Context: an optimization exercise on an open-source flow, tuned for small area, a short achievable clock period and few clock cycles per item. The choices shown serve that exercise and are no tape-out recipe. In this exercise RTL edits were held to simulation tests only and were not proved equivalent to the original.

// epoch_seconds_to_date
module epoch_seconds_to_date (
    input  logic        i_clk,
    input  logic        i_rst_n,
    input  logic        start,
    output logic        busy,
    input  logic [31:0] i_epoch_seconds,
    output logic        o_done,
    output logic [11:0] o_year,
    output logic [3:0]  o_month,
    output logic [4:0]  o_day,
    output logic [4:0]  o_hour,
    output logic [5:0]  o_minute,
    output logic [5:0]  o_second
);
    assign busy = 1'b0;
    logic fs_1;
    logic fc_1;
    logic fs_2;
    logic fc_2;
    logic fs_3;
    logic fc_3;
    logic r1_1;
    logic r1_2;
    logic r1_3;
    logic fs_4;
    logic fc_4;
    logic fs_5;
    logic fc_5;
    logic fs_6;
    logic fc_6;
    logic r1_4;
    logic r1_5;
    logic r1_6;
    logic fs_7;
    logic fc_7;
    logic r1_7;
    logic r1_8;
    logic fs_8;
    logic fc_8;
    logic r1_9;
    logic r1_10;
    logic r1_11;
    logic fs_9;
    logic fc_9;
    logic r1_12;
    logic r1_13;
    logic r1_14;
    logic fs_10;
    logic fc_10;
    logic r1_15;
    logic r1_16;
    logic r1_17;
    logic fs_11;
  ...
==> flow/config.mk <==
export PLATFORM = sky130hd
export DESIGN_NAME = epoch_seconds_to_date
export DESIGN_NICKNAME = epoch_seconds_to_date
export VERILOG_FILES = /design/flow/design.v
export SDC_FILE = /design/flow/constraint.sdc
export NUM_CORES = 4
export LEC_CHECK = 0
export CAP_MARGIN = 20
export CORE_MARGIN = 2
export CORE_UTILIZATION = 55
export CTS_BUF_LIST = sky130_fd_sc_hd__clkbuf_8 sky130_fd_sc_hd__clkbuf_16
export CTS_CLUSTER_DIAMETER = 120
export CTS_CLUSTER_SIZE = 30
export PLACE_DENSITY = 0.7
export SETUP_SLACK_MARGIN = 4.45
export SLEW_MARGIN = 20
export SYNTH_HIERARCHICAL = 1
==> flow/constraint.sdc <==
create_clock -name core_clock -period 7.0 [get_ports {i_clk}]
set_input_delay 1.4000 -clock core_clock [delete_from_list [all_inputs] [get_ports {i_clk}]]
set_output_delay 1.4000 -clock core_clock [all_outputs]
set_load 0.01 [all_outputs]
standard.sh (not shown) runs the stock make flow with config.mk's settings and CLKGATE_MAP_FILE= SYNTH_SCRIPT=/design/flow/synth_recipe.tcl, a recipe that flattens the netlist after the stock synthesis.
==> flow/flow/run.sh <==
#!/bin/bash
# The standard layout (standard.sh, unchanged synthesis and steps), with
# one difference: the buffers that the standard flow puts on every input and
# output port are made of sky130_fd_sc_hd__buf_1 instead of the delay buffer
# clkdlybuf4s50_1 that buffer_ports picks by default.  Every port still gets
# its own buffer; timing repair may resize them as usual.
set -euo pipefail
export BUFFER_PORTS_ARGS="-buffer_cell sky130_fd_sc_hd__buf_1"
export SKIP_GATE_CLONING=1
bash standard.sh finish > standard.log 2>&1
Testbench counts at the start, summed over its fixed seeds: cycles 16,056, items 16,000.
Rerun with:
==> flow/run.sh (new file) <==
#!/bin/bash
# synth_recipe.tcl (not shown) runs the flow's synth.tcl, then flattens the netlist and writes it again
# the make line also repeats each setting of config.mk as NAME=value (left out here)
make -C /OpenROAD-flow-scripts/flow DESIGN_CONFIG=/design/flow/config.mk WORK_HOME=/design/flow/orfs CLKGATE_MAP_FILE= SYNTH_SCRIPT=/design/flow/synth_recipe.tcl finish
Settings changed: CORE_UTILIZATION 55 to 40, PLACE_DENSITY 0.7 to 0.75.
removed: flow/flow/run.sh
removed: flow/standard.sh
Effect: Worst setup slack loses 0.066 ns; worst hold slack barely changes; via count is about the same; clock skew came out higher by 0.0035 ns; wire length came out higher by 3.2%.
Rerun with:
==> flow/flow/run.sh (new file) <==
#!/bin/bash
# The standard layout (standard.sh, unchanged synthesis and steps), with
# one difference: the buffers that the standard flow puts on every input and
# output port are made of sky130_fd_sc_hd__buf_1 instead of the delay buffer
# clkdlybuf4s50_1 that buffer_ports picks by default.  Every port still gets
# its own buffer; timing repair may resize them as usual.
set -euo pipefail
export BUFFER_PORTS_ARGS="-buffer_cell sky130_fd_sc_hd__buf_1"
export SETUP_REPAIR_SEQUENCE="unbuffer,sizedown,sizeup,swap"
bash standard.sh finish > standard.log 2>&1
==> flow/standard.sh (new file) <==
#!/bin/bash
# synth_recipe.tcl (not shown) runs the flow's synth.tcl, then flattens the netlist and writes it again
# the make line also repeats each setting of config.mk as NAME=value (left out here)
make -C /OpenROAD-flow-scripts/flow DESIGN_CONFIG=/design/flow/config.mk WORK_HOME=/design/flow/orfs CLKGATE_MAP_FILE= SYNTH_SCRIPT=/design/flow/synth_recipe.tcl "${@:-finish}"
Settings changed: CORE_UTILIZATION 40 to 55, PLACE_DENSITY 0.75 to 0.7.
removed: flow/run.sh
What happened: The new run finished clean; synthesized area is unchanged; routed wire length goes down by 3.1%; synthesized cell count stays the same; sequential cell count does not change; maximum frequency grows by 2.6%.
Rerun with:
--- a/flow/flow/run.sh
+++ b/flow/flow/run.sh
@@ -7,4 +7,3 @@
 set -euo pipefail
 export BUFFER_PORTS_ARGS="-buffer_cell sky130_fd_sc_hd__buf_1"
-export SETUP_REPAIR_SEQUENCE="unbuffer,sizedown,sizeup,swap"
 bash standard.sh finish > standard.log 2>&1
Design area is unchanged.
Utilization stays the same.
Routed wire length stays the same.
Register-to-register slack barely changes.
Rerun with:
==> flow/run.sh (new file) <==
#!/bin/bash
# synth_recipe.tcl (not shown) runs the flow's synth.tcl, then flattens the netlist and writes it again
# the make line also repeats each setting of config.mk as NAME=value (left out here)
make -C /OpenROAD-flow-scripts/flow DESIGN_CONFIG=/design/flow/config.mk WORK_HOME=/design/flow/orfs CLKGATE_MAP_FILE= SYNTH_SCRIPT=/design/flow/synth_recipe.tcl finish
Settings changed: CTS_CLUSTER_DIAMETER 120 to 80, CTS_CLUSTER_SIZE 30 to 16.
removed: flow/flow/run.sh
removed: flow/standard.sh
What happened:
- clock skew came out lower by 0.0050 ns
- final cell count stays flat
- setup slack gets worse by 0.025 ns
- global-route usage came out higher by 0.11 points
- synthesized area does not change

---

Another version of the RTL of epoch_seconds_to_date (not shown whole).
Size in the first run: ~340 flip-flops, roughly 75 I/O pins, ~14000 um^2 of cells after synthesis.
// epoch_seconds_to_date
module epoch_seconds_to_date (
    input  logic        i_clk,
    input  logic        i_rst_n,
    input  logic        start,
    output logic        busy,
    input  logic [31:0] i_epoch_seconds,
    output logic        o_done,
    output logic [11:0] o_year,
    output logic [3:0]  o_month,
    output logic [4:0]  o_day,
    output logic [4:0]  o_hour,
    output logic [5:0]  o_minute,
    output logic [5:0]  o_second
);
    assign busy = 1'b0;
    logic fs_1;
    logic fc_1;
    logic fs_2;
    logic fc_2;
    logic fs_3;
    logic fc_3;
    logic r1_1;
    logic r1_2;
    logic r1_3;
    logic fs_4;
    logic fc_4;
    logic fs_5;
    logic fc_5;
    logic fs_6;
    logic fc_6;
    logic r1_4;
    logic r1_5;
    logic r1_6;
    logic fs_7;
    logic fc_7;
    logic r1_7;
    logic r1_8;
    logic fs_8;
    logic fc_8;
    logic r1_9;
    logic r1_10;
    logic r1_11;
    logic fs_9;
    logic fc_9;
    logic r1_12;
    logic r1_13;
    logic r1_14;
    logic fs_10;
    logic fc_10;
    logic r1_15;
    logic r1_16;
    logic r1_17;
    logic fs_11;
    logic fc_11;
    logic fs_12;
    logic fc_12;
    logic fs_13;
    logic fc_13;
    logic r1_18;
    logic fs_14;
    logic fc_14;
    logic r1_19;
    logic r1_20;
    logic r1_21;
    logic fs_15;
    logic fc_15;
    logic fs_16;
    logic fc_16;
    logic fs_17;
    logic fc_17;
    logic fs_18;
    logic fc_18;
    logic fs_19;
    logic fc_19;
    logic r1_22;
    logic r1_23;
    logic fs_20;
    logic fc_20;
    logic fs_21;
    logic fc_21;
    logic fs_22;
    logic fc_22;
    logic fs_23;
    logic fc_23;
    logic r1_24;
    logic fs_24;
    logic fc_24;
    logic r1_25;
    logic fs_25;
    logic fc_25;
    logic fs_26;
    logic fc_26;
    logic fs_27;
    logic fc_27;
    logic r1_26;
    logic fs_28;
    logic fc_28;
  ...
Settings: LEC_CHECK=0, CAP_MARGIN=20, CORE_MARGIN=2, CORE_UTILIZATION=40, CTS_BUF_LIST=sky130_fd_sc_hd__clkbuf_2 sky130_fd_sc_hd__clkbuf_4, CTS_CLUSTER_SIZE=20, SETUP_SLACK_MARGIN=4.45, SLEW_MARGIN=20, SYNTH_HIERARCHICAL=1; clock period 7.0 ns.
run.sh (not shown) runs the stock make flow with config.mk's settings and CLKGATE_MAP_FILE= SYNTH_SCRIPT=/design/flow/synth_recipe.tcl, a recipe that flattens the netlist after the stock synthesis.
Stock flow here: none of the scripts above is used.
The starting point completed with no timing, DRC or antenna violations.
Testbench counts at the start, summed over its fixed seeds: cycles 16,056, items 16,000.
==> next run, changes <==
- CTS_BUF_LIST: sky130_fd_sc_hd__clkbuf_2 sky130_fd_sc_hd__clkbuf_4 -> sky130_fd_sc_hd__clkbuf_4 sky130_fd_sc_hd__clkbuf_8
- CTS_CLUSTER_SIZE: 20 -> unset
=> The new run completed with no timing, DRC or antenna violations; via count went down by 3.0%; routed wire length went down by 0.47%; design area went up by 1.1%; setup slack improves by 0.13 ns; cell count went down by 2.9%.
==> next run, changes <==
- SETUP_SLACK_MARGIN: 4.45 -> 3.5
Result: Worst setup slack gets worse by 0.58 ns. First-iteration DRC count rises by 1.6%. Wire length falls by 2.5%. Cell count falls by 0.66%. Sequential share of layout area stays flat. Via count falls by 0.64%.
==> next run, changes <==
- ABC_AREA: unset -> 1
- SETUP_SLACK_MARGIN: 3.5 -> 4.45
Result:
- The changed run went through all stages and came out clean
- wire length increases by about a fifth
- first-iteration DRC count increases by well over a third
- via count increases by about a fifth
- synthesized area increases by a few percent
- count of clock-buffer cells in the layout increases by 2

---

== red ==
RTL: one of the versions met above, not the one the previous note started from.
Size in the first run: roughly 330 flip-flops, ~13,000 µm² of cells after synthesis.
make LEC_CHECK=0 CAP_MARGIN=20 CORE_MARGIN=2 CORE_UTILIZATION=55 CTS_BUF_LIST='sky130_fd_sc_hd__clkbuf_8 sky130_fd_sc_hd__clkbuf_16' CTS_CLUSTER_DIAMETER=120 CTS_CLUSTER_SIZE=30 GPL_ROUTABILITY_DRIVEN=0 GPL_TIMING_DRIVEN=1 PLACE_DENSITY=0.7 SETUP_SLACK_MARGIN=4.45 SLEW_MARGIN=20 SYNTH_HIERARCHICAL=1 finish   # period 7.0 ns
red went all the way through synthesis, placement and routing and the layout is clean on timing, DRC and antenna.
Testbench counts of red, summed over its fixed seeds: cycles 16,056, items 16,000.
Input changes introduced in blue (baseline for comparison: red):
# red
export LEC_CHECK = 0
export CAP_MARGIN = 20
export CORE_MARGIN = 2
export CORE_UTILIZATION = 55
export CTS_BUF_LIST = sky130_fd_sc_hd__clkbuf_8 sky130_fd_sc_hd__clkbuf_16
export CTS_CLUSTER_DIAMETER = 120
export CTS_CLUSTER_SIZE = 30
export GPL_ROUTABILITY_DRIVEN = 0
export GPL_TIMING_DRIVEN = 1
export PLACE_DENSITY = 0.7
export SETUP_SLACK_MARGIN = 4.45
export SLEW_MARGIN = 20
export SYNTH_HIERARCHICAL = 1
create_clock -name core_clock -period 7.0 [get_ports {i_clk}]
# blue
export LEC_CHECK = 0
export CAP_MARGIN = 20
export CORE_MARGIN = 2
export CORE_UTILIZATION = 40
export CTS_BUF_LIST = sky130_fd_sc_hd__clkbuf_8 sky130_fd_sc_hd__clkbuf_16
export CTS_CLUSTER_DIAMETER = 120
export CTS_CLUSTER_SIZE = 30
export SETUP_SLACK_MARGIN = 4.45
export SLEW_MARGIN = 20
export SYNTH_HIERARCHICAL = 1
create_clock -name core_clock -period 7.0 [get_ports {i_clk}]
Notes after the runs:
From red to blue the numbers moved as follows: die boundary height up about 17%; register-to-register slack down 0.02 ns; time the final worst path needs with I/O delays and setup up 0.017 ns; cell count up 123.
Changes in green relative to blue:
# blue
export LEC_CHECK = 0
export CAP_MARGIN = 20
export CORE_MARGIN = 2
export CORE_UTILIZATION = 40
export CTS_BUF_LIST = sky130_fd_sc_hd__clkbuf_8 sky130_fd_sc_hd__clkbuf_16
export CTS_CLUSTER_DIAMETER = 120
export CTS_CLUSTER_SIZE = 30
export SETUP_SLACK_MARGIN = 4.45
export SLEW_MARGIN = 20
export SYNTH_HIERARCHICAL = 1
create_clock -name core_clock -period 7.0 [get_ports {i_clk}]
# green
export LEC_CHECK = 0
export CAP_MARGIN = 20
export CORE_MARGIN = 2
export CORE_UTILIZATION = 40
export CTS_BUF_LIST = sky130_fd_sc_hd__clkbuf_8 sky130_fd_sc_hd__clkbuf_16
export CTS_CLUSTER_DIAMETER = 120
export CTS_CLUSTER_SIZE = 30
export SETUP_SLACK_MARGIN = 4.3
export SLEW_MARGIN = 20
export SYNTH_HIERARCHICAL = 1
create_clock -name core_clock -period 7.0 [get_ports {i_clk}]
- Compared green vs blue, and detailed-route via count is down in green.
- DRC violations left came out exactly the same in blue and green.
- Diff green..blue | worst hold margin | negligible
- Taking blue as the reference, in green worst-case register-to-register setup slack -0.11 ns.
- Critical path depth (lower): blue
- Post-route standard cell area excluding fillers (green vs. blue) decreases slightly
- Setup slack in green is smaller than in blue.

==> re-timing with driven ports <==
In the flow no input, the clock included, has a driving cell. The finished layouts below were timed again as built, in two steps.
Step 1, drivers: a clkbuf_16 drives i_clk and a buf_2 each remaining input, both assumed.
Step 2 moves the port delays by t, midway between the first and last clock arrival at a register: inputs arrive t later, outputs are due t later. That takes back most of the time a late clock gives input paths.
a / b / c = ideal / step 1 / step 2; a / b = the first two.
| run | t, ns | setup WS [ns] | worst slew at a driven data input, ns | pins driven straight from the clock port |
|---|---|---|---|---|
| the first run of note 1 | 0.529 | 4.481 / 4.481 / 4.481 | 0.03 | 1 |
| the second run of note 1 | 0.533 | 4.415 / 4.415 / 4.380 | 0.04 | 1 |
| the third run of note 1 | 0.529 | 4.481 / 4.481 / 4.481 | 0.03 | 1 |
| the fourth run of note 1 | 0.529 | 4.481 / 4.481 / 4.481 | 0.03 | 1 |
| the fifth run of note 1 | 0.563 | 4.456 / 4.455 / 4.385 | 0.03 | 1 |
| the first run of note 2 | 0.772 | 4.422 / 4.381 / 4.470 | 0.03 | 1 |
| the second run of note 2 | 0.645 | 4.547 / 4.509 / 4.464 | 0.03 | 1 |
| the third run of note 2 | 0.650 | 3.969 / 3.969 / 3.969 | 0.03 | 1 |
| the fourth run of note 2 | 0.665 | 4.487 / 4.484 / 4.478 | 0.05 | 1 |
| red | 0.532 | 4.496 / 4.466 / 4.397 | 0.04 | 1 |
| blue | 0.536 | 4.479 / 4.474 / 4.354 | 0.03 | 1 |
| green | 0.536 | 4.367 / 4.367 / 4.367 | 0.04 | 1 |
After both steps every run listed still meets setup and hold. The setup slack of blue, which loses most, moves by -0.005 ns with the drivers and by -0.125 ns with both steps.
